From an optimization exercise on the open Yosys and OpenROAD flow, aimed at small area and a short achievable clock period; shortcuts taken in it are not production practice. Where RTL was checked, it was by simulation tests only, not by an equivalence proof against the original. Power and IR drop assume default switching activity.

## rev 12
==> flow/design.v <==
module btb_sat #(
   parameter int ENTRIES  = 8,
   parameter int IDX_W    = 3,
   parameter int PC_W     = 32,
   parameter int CNT_W    = 2,
   parameter int CNT_INIT = 2
) (
   input  logic            clk,
   input  logic            reset,
   input  logic [PC_W-1:0] pc_in,
   output logic            hit,
   output logic            token,
   output logic [PC_W-1:0] next_pc_out,
   input  logic            is_req_pc,
   input  logic [PC_W-1:0] req_pc,
   input  logic [PC_W-1:0] predict_target,
   input  logic            req_taken,
   input  logic            flush
);
   logic [PC_W-1:0]  tag    [ENTRIES];
   logic [PC_W-1:0]  target [ENTRIES];
   logic [CNT_W-1:0] cnt    [ENTRIES];
   logic [IDX_W-1:0] ptr;
   logic             full;
   logic [ENTRIES-1:0] valid;
   logic [ENTRIES-1:0] f_match;
   logic [ENTRIES-1:0] f_sel;
   logic [ENTRIES-1:0] u_match;
   logic               u_hit;
   logic               alloc;
   logic [PC_W-1:0]    f_target;
   always_comb begin
      for (int i = 0; i < ENTRIES; i++) begin
         valid[i]   = full || (ptr > IDX_W'(i));
         f_match[i] = valid[i] && (tag[i] == pc_in);
         f_sel[i]   = f_match[i] && cnt[i][CNT_W-1];
         u_match[i] = valid[i] && (tag[i] == req_pc);
      end
   end
   assign u_hit = |u_match;
   assign alloc = is_req_pc && req_taken && !u_hit;
   always_comb begin
      f_target = '0;
      for (int i = 0; i < ENTRIES; i++) begin
         f_target = f_target | ({PC_W{f_sel[i]}} & target[i]);
      end
   end
   assign hit         = |f_match;
   assign token       = |f_sel;
   assign next_pc_out = token ? f_target : pc_in;
   always_ff @(posedge clk) begin
      if (reset || flush) begin
         ptr  <= '0;
         full <= 1'b0;
      end else if (alloc) begin
         ptr <= ptr + IDX_W'(1);
         if (ptr == IDX_W'(ENTRIES - 1)) begin
            full <= 1'b1;
         end
      end
   end
   always_ff @(posedge clk) begin
      for (int i = 0; i < ENTRIES; i++) begin
         if (is_req_pc) begin
            if (u_match[i]) begin
               if (req_taken) begin
                  tag[i]    <= req_pc;
                  target[i] <= predict_target;
                  if (cnt[i] != '1) cnt[i] <= cnt[i] + CNT_W'(1);
               end else begin
                  if (cnt[i] != '0) cnt[i] <= cnt[i] - CNT_W'(1);
               end
            end else if (alloc && ptr == IDX_W'(i)) begin
               tag[i]    <= req_pc;
               target[i] <= predict_target;
               cnt[i]    <= CNT_W'(CNT_INIT);
            end
         end
      end
   end
endmodule
==> flow/config.mk <==
export PLATFORM = sky130hd
export DESIGN_NAME = btb_sat
export DESIGN_NICKNAME = btb_sat
export VERILOG_FILES = /design/flow/design.v
export SDC_FILE = /design/flow/constraint.sdc
export NUM_CORES = 4
export LEC_CHECK = 0
export ABC_CLOCK_PERIOD_IN_PS = 4000
export CAP_MARGIN = 20
export CORE_MARGIN = 2
export CORE_UTILIZATION = 65
export SETUP_SLACK_MARGIN = 2.5
export SLEW_MARGIN = 20
==> flow/constraint.sdc <==
create_clock -name core_clock -period 8.0 [get_ports {clk}]
set_input_delay 1.6000 -clock core_clock [delete_from_list [all_inputs] [get_ports {clk}]]
set_output_delay 1.6000 -clock core_clock [all_outputs]
set_load 0.01 [all_outputs]
standard.sh (not shown) runs the stock make flow with config.mk's settings and CLKGATE_MAP_FILE= SYNTH_SCRIPT=/design/flow/synth_recipe.tcl, a recipe that flattens the netlist after the stock synthesis.
==> flow/flow/run.sh <==
#!/bin/bash
set -euo pipefail
export BUFFER_PORTS_ARGS="-buffer_cell sky130_fd_sc_hd__buf_2"
export CTS_ARGS="-sink_clustering_enable -repair_clock_nets -dont_use_dummy_load -sink_clustering_size 25 -sink_clustering_max_diameter 90"
PLATFORM_DONT_USE="sky130_fd_sc_hd__probe_p_8 sky130_fd_sc_hd__probec_p_8 sky130_fd_sc_hd__lpflow_bleeder_1 sky130_fd_sc_hd__lpflow_clkbufkapwr_1 sky130_fd_sc_hd__lpflow_clkbufkapwr_16 sky130_fd_sc_hd__lpflow_clkbufkapwr_2 sky130_fd_sc_hd__lpflow_clkbufkapwr_4 sky130_fd_sc_hd__lpflow_clkbufkapwr_8 sky130_fd_sc_hd__lpflow_clkinvkapwr_1 sky130_fd_sc_hd__lpflow_clkinvkapwr_16 sky130_fd_sc_hd__lpflow_clkinvkapwr_2 sky130_fd_sc_hd__lpflow_clkinvkapwr_4 sky130_fd_sc_hd__lpflow_clkinvkapwr_8 sky130_fd_sc_hd__lpflow_decapkapwr_12 sky130_fd_sc_hd__lpflow_decapkapwr_3 sky130_fd_sc_hd__lpflow_decapkapwr_4 sky130_fd_sc_hd__lpflow_decapkapwr_6 sky130_fd_sc_hd__lpflow_decapkapwr_8 sky130_fd_sc_hd__lpflow_inputiso0n_1 sky130_fd_sc_hd__lpflow_inputiso0p_1 sky130_fd_sc_hd__lpflow_inputiso1n_1 sky130_fd_sc_hd__lpflow_inputiso1p_1 sky130_fd_sc_hd__lpflow_inputisolatch_1 sky130_fd_sc_hd__lpflow_isobufsrc_1 sky130_fd_sc_hd__lpflow_isobufsrc_16 sky130_fd_sc_hd__lpflow_isobufsrc_2 sky130_fd_sc_hd__lpflow_isobufsrc_4 sky130_fd_sc_hd__lpflow_isobufsrc_8 sky130_fd_sc_hd__lpflow_isobufsrckapwr_16 sky130_fd_sc_hd__lpflow_lsbuf_lh_hl_isowell_tap_1 sky130_fd_sc_hd__lpflow_lsbuf_lh_hl_isowell_tap_2 sky130_fd_sc_hd__lpflow_lsbuf_lh_hl_isowell_tap_4 sky130_fd_sc_hd__lpflow_lsbuf_lh_isowell_4 sky130_fd_sc_hd__lpflow_lsbuf_lh_isowell_tap_1 sky130_fd_sc_hd__lpflow_lsbuf_lh_isowell_tap_2 sky130_fd_sc_hd__lpflow_lsbuf_lh_isowell_tap_4"
EXTRA_DONT_USE="sky130_fd_sc_hd__nor4_1 sky130_fd_sc_hd__nor4_2 sky130_fd_sc_hd__nor4_4 sky130_fd_sc_hd__nor4b_1 sky130_fd_sc_hd__nor4b_2 sky130_fd_sc_hd__nor4b_4 sky130_fd_sc_hd__nor4bb_1 sky130_fd_sc_hd__nor4bb_2 sky130_fd_sc_hd__nor4bb_4"
export GLOBAL_PLACEMENT_ARGS="-timing_driven_net_weight_max 5 -timing_driven_nets_percentage 20"
bash standard.sh "DONT_USE_CELLS=$PLATFORM_DONT_USE $EXTRA_DONT_USE" finish > standard.log 2>&1
The inputs of rev 13 differ from those of rev 12 as listed below.
--- a/flow/design.v
+++ b/flow/design.v
@@ -18,7 +18,7 @@
    input  logic            flush
 );
    logic [PC_W-1:0]  tag    [ENTRIES];
-   logic [PC_W-1:0]  target [ENTRIES];
+   logic [PC_W-1:0]  tdiff  [ENTRIES];   
    logic [CNT_W-1:0] cnt    [ENTRIES];
    logic [IDX_W-1:0] ptr;
    logic             full;
@@ -28,7 +28,8 @@
    logic [ENTRIES-1:0] u_match;
    logic               u_hit;
    logic               alloc;
-   logic [PC_W-1:0]    f_target;
+   logic [PC_W-1:0]    f_tdiff;
+   logic [PC_W-1:0]    new_tdiff;
    always_comb begin
       for (int i = 0; i < ENTRIES; i++) begin
          valid[i]   = full || (ptr > IDX_W'(i));
@@ -40,14 +41,15 @@
    assign u_hit = |u_match;
    assign alloc = is_req_pc && req_taken && !u_hit;
    always_comb begin
-      f_target = '0;
+      f_tdiff = '0;
       for (int i = 0; i < ENTRIES; i++) begin
-         f_target = f_target | ({PC_W{f_sel[i]}} & target[i]);
+         f_tdiff = f_tdiff | ({PC_W{f_sel[i]}} & tdiff[i]);
       end
    end
    assign hit         = |f_match;
    assign token       = |f_sel;
-   assign next_pc_out = token ? f_target : pc_in;
+   assign next_pc_out = pc_in ^ f_tdiff;
+   assign new_tdiff   = predict_target ^ req_pc;
    always_ff @(posedge clk) begin
       if (reset || flush) begin
          ptr  <= '0;
@@ -65,14 +67,14 @@
             if (u_match[i]) begin
                if (req_taken) begin
                   tag[i]    <= req_pc;
-                  target[i] <= predict_target;
+                  tdiff[i]  <= new_tdiff;
                   if (cnt[i] != '1) cnt[i] <= cnt[i] + CNT_W'(1);
                end else begin
                   if (cnt[i] != '0) cnt[i] <= cnt[i] - CNT_W'(1);
                end
             end else if (alloc && ptr == IDX_W'(i)) begin
                tag[i]    <= req_pc;
-               target[i] <= predict_target;
+               tdiff[i]  <= new_tdiff;
                cnt[i]    <= CNT_W'(CNT_INIT);
             end
          end
Results
- Rev 13 went all the way through synthesis, placement and routing and the layout is clean on timing, DRC and antenna.
- Looking only at worst setup slack, and setting everything else aside, the higher value of rev 13 and rev 12 goes to rev 12.
- Min post-CTS setup repair buffer count across rev 13 and rev 12: rev 12
- Rev 13 vs. rev 12: maximum fanout count along the critical path went down by 10.
- Where iteration-0 DRC count of the detailed router is concerned, rev 12 is better than rev 13.
- Delta (rev 13 minus rev 12): relative area change from synthesis to final layout went up, inverter count of the layout excluding clock inverters went up, utilization went up.
- In rev 13, total power is higher than in rev 12.
- In rev 13 relative to rev 12, routed length on met3 had gone up slightly.
- Compared with rev 12, number of instances resized during post-cts repair in rev 13 increased by a few percent.
- Against rev 12, rev 13 reports a relative contribution of the clock network to total power that is lower.
- Relative to rev 12, flip-flop and latch share of the layout cell area has gone down in rev 13.
- Changes observed in rev 13 relative to rev 12: worst hold slack across all endpoints comparable, total global-route track usage now smaller.
Only the layout flow was run in rev 13; the RTL was not checked for function there.

========
the previous run:
// btb_sat: RTL as listed in full above, without the edits since
==> flow/config.mk <==
export PLATFORM = sky130hd
export DESIGN_NAME = btb_sat
export DESIGN_NICKNAME = btb_sat
export VERILOG_FILES = /design/flow/design.v
export SDC_FILE = /design/flow/constraint.sdc
export NUM_CORES = 4
export LEC_CHECK = 0
export ABC_CLOCK_PERIOD_IN_PS = 4000
export CAP_MARGIN = 20
export CORE_MARGIN = 2
export CORE_UTILIZATION = 65
export SETUP_SLACK_MARGIN = 2.5
export SLEW_MARGIN = 20
==> flow/constraint.sdc <==
create_clock -name core_clock -period 8.0 [get_ports {clk}]
set_input_delay 1.6000 -clock core_clock [delete_from_list [all_inputs] [get_ports {clk}]]
set_output_delay 1.6000 -clock core_clock [all_outputs]
set_load 0.01 [all_outputs]
==> flow/flow/run.sh <==
#!/bin/bash
set -euo pipefail
export BUFFER_PORTS_ARGS="-buffer_cell sky130_fd_sc_hd__buf_2"
export CTS_ARGS="-sink_clustering_enable -repair_clock_nets -dont_use_dummy_load -sink_clustering_size 20 -sink_clustering_max_diameter 80"
PLATFORM_DONT_USE="sky130_fd_sc_hd__probe_p_8 sky130_fd_sc_hd__probec_p_8 sky130_fd_sc_hd__lpflow_bleeder_1 sky130_fd_sc_hd__lpflow_clkbufkapwr_1 sky130_fd_sc_hd__lpflow_clkbufkapwr_16 sky130_fd_sc_hd__lpflow_clkbufkapwr_2 sky130_fd_sc_hd__lpflow_clkbufkapwr_4 sky130_fd_sc_hd__lpflow_clkbufkapwr_8 sky130_fd_sc_hd__lpflow_clkinvkapwr_1 sky130_fd_sc_hd__lpflow_clkinvkapwr_16 sky130_fd_sc_hd__lpflow_clkinvkapwr_2 sky130_fd_sc_hd__lpflow_clkinvkapwr_4 sky130_fd_sc_hd__lpflow_clkinvkapwr_8 sky130_fd_sc_hd__lpflow_decapkapwr_12 sky130_fd_sc_hd__lpflow_decapkapwr_3 sky130_fd_sc_hd__lpflow_decapkapwr_4 sky130_fd_sc_hd__lpflow_decapkapwr_6 sky130_fd_sc_hd__lpflow_decapkapwr_8 sky130_fd_sc_hd__lpflow_inputiso0n_1 sky130_fd_sc_hd__lpflow_inputiso0p_1 sky130_fd_sc_hd__lpflow_inputiso1n_1 sky130_fd_sc_hd__lpflow_inputiso1p_1 sky130_fd_sc_hd__lpflow_inputisolatch_1 sky130_fd_sc_hd__lpflow_isobufsrc_1 sky130_fd_sc_hd__lpflow_isobufsrc_16 sky130_fd_sc_hd__lpflow_isobufsrc_2 sky130_fd_sc_hd__lpflow_isobufsrc_4 sky130_fd_sc_hd__lpflow_isobufsrc_8 sky130_fd_sc_hd__lpflow_isobufsrckapwr_16 sky130_fd_sc_hd__lpflow_lsbuf_lh_hl_isowell_tap_1 sky130_fd_sc_hd__lpflow_lsbuf_lh_hl_isowell_tap_2 sky130_fd_sc_hd__lpflow_lsbuf_lh_hl_isowell_tap_4 sky130_fd_sc_hd__lpflow_lsbuf_lh_isowell_4 sky130_fd_sc_hd__lpflow_lsbuf_lh_isowell_tap_1 sky130_fd_sc_hd__lpflow_lsbuf_lh_isowell_tap_2 sky130_fd_sc_hd__lpflow_lsbuf_lh_isowell_tap_4"
EXTRA_DONT_USE="sky130_fd_sc_hd__nor4_1 sky130_fd_sc_hd__nor4_2 sky130_fd_sc_hd__nor4_4 sky130_fd_sc_hd__nor4b_1 sky130_fd_sc_hd__nor4b_2 sky130_fd_sc_hd__nor4b_4 sky130_fd_sc_hd__nor4bb_1 sky130_fd_sc_hd__nor4bb_2 sky130_fd_sc_hd__nor4bb_4"
bash standard.sh "DONT_USE_CELLS=$PLATFORM_DONT_USE $EXTRA_DONT_USE" finish > standard.log 2>&1
The previous run | status: complete | timing, DRC, antenna: pass
--- input diff the previous run..the current run ---
--- a/flow/design.v
+++ b/flow/design.v
@@ -19,5 +19,5 @@
 );
    logic [PC_W-1:0]  tag    [ENTRIES];
-   logic [PC_W-1:0]  target [ENTRIES];
+   logic [PC_W-1:0]  tdiff  [ENTRIES];   
    logic [CNT_W-1:0] cnt    [ENTRIES];
    logic [IDX_W-1:0] ptr;
@@ -29,5 +29,6 @@
    logic               u_hit;
    logic               alloc;
-   logic [PC_W-1:0]    f_target;
+   logic [PC_W-1:0]    f_tdiff;
+   logic [PC_W-1:0]    new_tdiff;
    always_comb begin
       for (int i = 0; i < ENTRIES; i++) begin
@@ -41,12 +42,13 @@
    assign alloc = is_req_pc && req_taken && !u_hit;
    always_comb begin
-      f_target = '0;
+      f_tdiff = '0;
       for (int i = 0; i < ENTRIES; i++) begin
-         f_target = f_target | ({PC_W{f_sel[i]}} & target[i]);
+         f_tdiff = f_tdiff | ({PC_W{f_sel[i]}} & tdiff[i]);
       end
    end
    assign hit         = |f_match;
    assign token       = |f_sel;
-   assign next_pc_out = token ? f_target : pc_in;
+   assign next_pc_out = pc_in ^ f_tdiff;
+   assign new_tdiff   = predict_target ^ req_pc;
    always_ff @(posedge clk) begin
       if (reset || flush) begin
@@ -66,5 +68,5 @@
                if (req_taken) begin
                   tag[i]    <= req_pc;
-                  target[i] <= predict_target;
+                  tdiff[i]  <= new_tdiff;
                   if (cnt[i] != '1) cnt[i] <= cnt[i] + CNT_W'(1);
                end else begin
@@ -73,5 +75,5 @@
             end else if (alloc && ptr == IDX_W'(i)) begin
                tag[i]    <= req_pc;
-               target[i] <= predict_target;
+               tdiff[i]  <= new_tdiff;
                cnt[i]    <= CNT_W'(CNT_INIT);
             end
Notes after the runs:
The current run went all the way through synthesis, placement and routing and the layout is clean on timing, DRC and antenna.
Sequential share of layout area in the current run is 0.17 points lower than in the previous run
Compared with the previous run, in the current run part of the power in registers stayed essentially flat, synthesized net count climbed about 3.6%, final cell count shows an increase of about 3%, clock power neither gained nor lost much.
No functional check of the RTL was part of the current run.

port drivers added, routing unchanged:
How much do the figures lean on ideal ports? The routed layouts below were timed once more, with nothing changed but the port constraints.
Step 1 (the two cells are an assumption about what drives the block):
set clk [get_ports {clk}]
set_driving_cell -lib_cell sky130_fd_sc_hd__clkbuf_16 $clk
set_driving_cell -lib_cell sky130_fd_sc_hd__buf_2 [delete_from_list [all_inputs] $clk]
Step 2, shift: input delay + t, output delay - t, t = (earliest + latest rising clock arrival at the registers) / 2. This alone moves slack from input paths to output paths.
Three values: ideal ports, drivers, drivers and shift; two values: the first two.
run	t (ns)	setup WS [ns]	hold slack, ns	worst setup path at the end	cell pins on the clock port's net
rev 12	0.635	2.496 / 2.457 / 2.194	0.581 / 0.581 / 0.581	input to register	1
rev 13	0.645	2.329 / 2.260 / 1.992	0.582 / 0.582 / 0.582	input to register	1
the previous run	0.659	2.423 / 2.392 / 2.167	0.587 / 0.587 / 0.587	input to register	1
the current run	0.645	2.443 / 2.383 / 2.126	0.602 / 0.602 / 0.602	input to register	1
After both steps setup and hold are still met in every run listed. For rev 13, which loses most, drivers alone change the setup slack by -0.069 ns; drivers and shift together by -0.337 ns.
